Background: an optimization exercise with open tools, aiming at small area. Do not read the settings as production practice.
The RTL was checked by simulation tests, not by an equivalence proof against the original design.
No activity file was given, so power comes from the tool's default toggle rates.

// serial_parallel_converter
module serial_parallel_converter #(
    parameter int unsigned parallelWidth = 512,
    parameter int unsigned serialWidth   = 8
) (
    input  logic                                              clk,
    input  logic                                              rst,
    input  logic [serialWidth-1:0]                            inData,
    input  logic                                              inDataPresent,
    input  logic                                              inDataStartOfFrame,
    input  logic                                              inDataEndOfFrame,
    input  logic                                              inDataError,
    output logic [parallelWidth-1:0]                          outData,
    output logic                                              outValid,
    input  logic                                              outReady,
    output logic                                              outStartOfFrame,
    output logic                                              outEndOfFrame,
    output logic                                              outError,
    output logic [$clog2(parallelWidth/serialWidth):0]        outBytes,
    output logic                                              overflow
);
For scale: roughly 1,000 flip-flops, about 540 I/O pins.
clock: 4.0 ns
lec_check: 0
cap_margin: 20
core_margin: 2
core_utilization: 80
slew_margin: 20
synth_hierarchical: 1
standard.sh (not shown) runs the stock make flow with config.mk's settings and CLKGATE_MAP_FILE= SYNTH_SCRIPT=/design/flow/synth_recipe.tcl, a recipe that flattens the netlist after the stock synthesis.
==> flow/flow/run.sh <==
#!/bin/bash
# Standard ORFS layout with two changes: the port buffers are the smallest buffer
# (buf_1) and the clock tree uses the buffers and clustering given below, without dummy loads.
set -euo pipefail
export BUFFER_PORTS_ARGS="-buffer_cell sky130_fd_sc_hd__buf_1"
export CTS_ARGS="-sink_clustering_enable -repair_clock_nets -dont_use_dummy_load -buf_list sky130_fd_sc_hd__clkbuf_8 -sink_clustering_size 20 -sink_clustering_max_diameter 45"
bash standard.sh > make_finish.log 2>&1
Change:
--- a/flow/flow/run.sh
+++ b/flow/flow/run.sh
@@ -6 +6 @@
-export CTS_ARGS="-sink_clustering_enable -repair_clock_nets -dont_use_dummy_load -buf_list sky130_fd_sc_hd__clkbuf_8 -sink_clustering_size 20 -sink_clustering_max_diameter 45"
+export CTS_ARGS="-sink_clustering_enable -repair_clock_nets -dont_use_dummy_load -buf_list sky130_fd_sc_hd__clkbuf_8 -sink_clustering_size 18 -sink_clustering_max_diameter 50"
- CORE_UTILIZATION: 80 -> 70
After rerunning:
- The new run completed with no timing, DRC or antenna violations
- power barely changes
- final area hardly moves
- synthesized area is unchanged
- die area climbs by 14%
- global-route usage fell by 4.4 points
- register-to-register slack loses 0.14 ns
- worst hold slack is worse by 0.017 ns
- count of clock-buffer cells in the layout goes down by 2

* * *

Setup of north:
Starting RTL as in the previous note.
export LEC_CHECK = 0
export CAP_MARGIN = 20
export CORE_MARGIN = 2
export CORE_UTILIZATION = 80
export SLEW_MARGIN = 20
export SYNTH_HIERARCHICAL = 1
create_clock -name core_clock -period 4.0 [get_ports {clk}]
==> flow/flow/run.sh <==
#!/bin/bash
# Standard ORFS layout with two changes: the port buffers are the smallest buffer
# (buf_1) and the clock tree uses the buffers and clustering given below, without dummy loads.
set -euo pipefail
export BUFFER_PORTS_ARGS="-buffer_cell sky130_fd_sc_hd__buf_1"
export CTS_ARGS="-sink_clustering_enable -repair_clock_nets -dont_use_dummy_load -buf_list sky130_fd_sc_hd__clkbuf_8 -sink_clustering_size 16 -sink_clustering_max_diameter 60"
bash standard.sh > make_finish.log 2>&1
Input-level comparison between south and north:
==> flow/flow/run.sh <==
#!/bin/bash
# Standard ORFS layout with two changes: the port buffers are the smallest buffer
# (buf_1) and the clock tree uses the buffers and clustering given below, without dummy loads.
set -euo pipefail
export BUFFER_PORTS_ARGS="-buffer_cell sky130_fd_sc_hd__buf_1"
export CTS_ARGS="-sink_clustering_enable -repair_clock_nets -dont_use_dummy_load -buf_list sky130_fd_sc_hd__clkbuf_16 -sink_clustering_size 36 -sink_clustering_max_diameter 50"
bash standard.sh > make_finish.log 2>&1
==> notes.md <==
Changes observed in south relative to north: detailed-router iteration count before antenna repair now larger, core utilization higher, number of CTS-inserted buffers now sits lower.
Fmax in south vs north: up 5.2 MHz
south vs north on total power of the final layout: south is the higher one.
Against north, maximum ir drop on the vdd rail in south came out worse.
Final area for south: 210 sq um up relative to north
Taking north as the reference, in south arrival time at the worst endpoint shrank by 0.02 ns, wire length of the first global-routing pass now sits higher, global routing met3 resource utilization saw a decrease.
#### Input delta (east over south)
# south
export LEC_CHECK = 0
export CAP_MARGIN = 20
export CORE_MARGIN = 2
export CORE_UTILIZATION = 80
export SLEW_MARGIN = 20
export SYNTH_HIERARCHICAL = 1
create_clock -name core_clock -period 4.0 [get_ports {clk}]
# east
export LEC_CHECK = 0
export CAP_MARGIN = 20
export CORE_MARGIN = 2
export CORE_UTILIZATION = 70
export SLEW_MARGIN = 20
export SYNTH_HIERARCHICAL = 1
create_clock -name core_clock -period 4.0 [get_ports {clk}]
==> flow/flow/run.sh <==
#!/bin/bash
# Standard ORFS layout with two changes: the port buffers are the smallest buffer
# (buf_1) and the clock tree uses the buffers and clustering given below, without dummy loads.
set -euo pipefail
export BUFFER_PORTS_ARGS="-buffer_cell sky130_fd_sc_hd__buf_1"
export CTS_ARGS="-sink_clustering_enable -repair_clock_nets -dont_use_dummy_load -buf_list sky130_fd_sc_hd__clkbuf_8 -sink_clustering_size 16 -sink_clustering_max_diameter 60"
bash standard.sh > make_finish.log 2>&1
Findings:
Met3 layer wire length in the routed design: east lower than south
The lower measured slew at the worst slew-check pin came out of east.
Per the comparison of east with south, final worst slack increased by 0.098 ns relative to the old numbers; share of power burned in combinational logic increased by 0.2 points relative to the old numbers.
Final area: east vs south, no meaningful difference

-- afterwards: timing with drivers on the ports --
Ports are ideal in the flow. The routed layouts listed here were re-timed in OpenROAD. Step 1 assumes that a clkbuf_16 drives the clock port and a buf_2 every other input. Step 2 also shifts input and output timing later by t, the mid clock arrival at the registers, as if the neighbouring blocks saw the same clock. a / b / c = ideal ports / drivers / drivers and shift; a / b = the first two.
run | t, ns | setup slack, ns | hold WS [ns] | clock arrival spread, ns | cell pins on the clock port's net
the first run of note 1 | 0.699 | 1.166 / 1.159 / 0.460 | 0.426 / 0.467 / 0.479 | 0.073 / 0.073 | 1
the second run of note 1 | 0.731 | 1.118 / 1.118 / 0.454 | 0.409 / 0.448 / 0.485 | 0.045 / 0.046 | 1
north | 0.691 | 1.086 / 1.080 / 0.390 | 0.413 / 0.448 / 0.483 | 0.047 / 0.047 | 1
south | 0.675 | 1.129 / 1.128 / 0.453 | 0.455 / 0.483 / 0.483 | 0.073 / 0.074 | 1
east | 0.734 | 1.227 / 1.227 / 0.524 | 0.401 / 0.459 / 0.483 | 0.031 / 0.031 | 1
After both steps setup and hold are still met in every run listed. For the first run of note 1, which loses most, drivers alone change the setup slack by -0.007 ns; drivers and shift together by -0.706 ns.
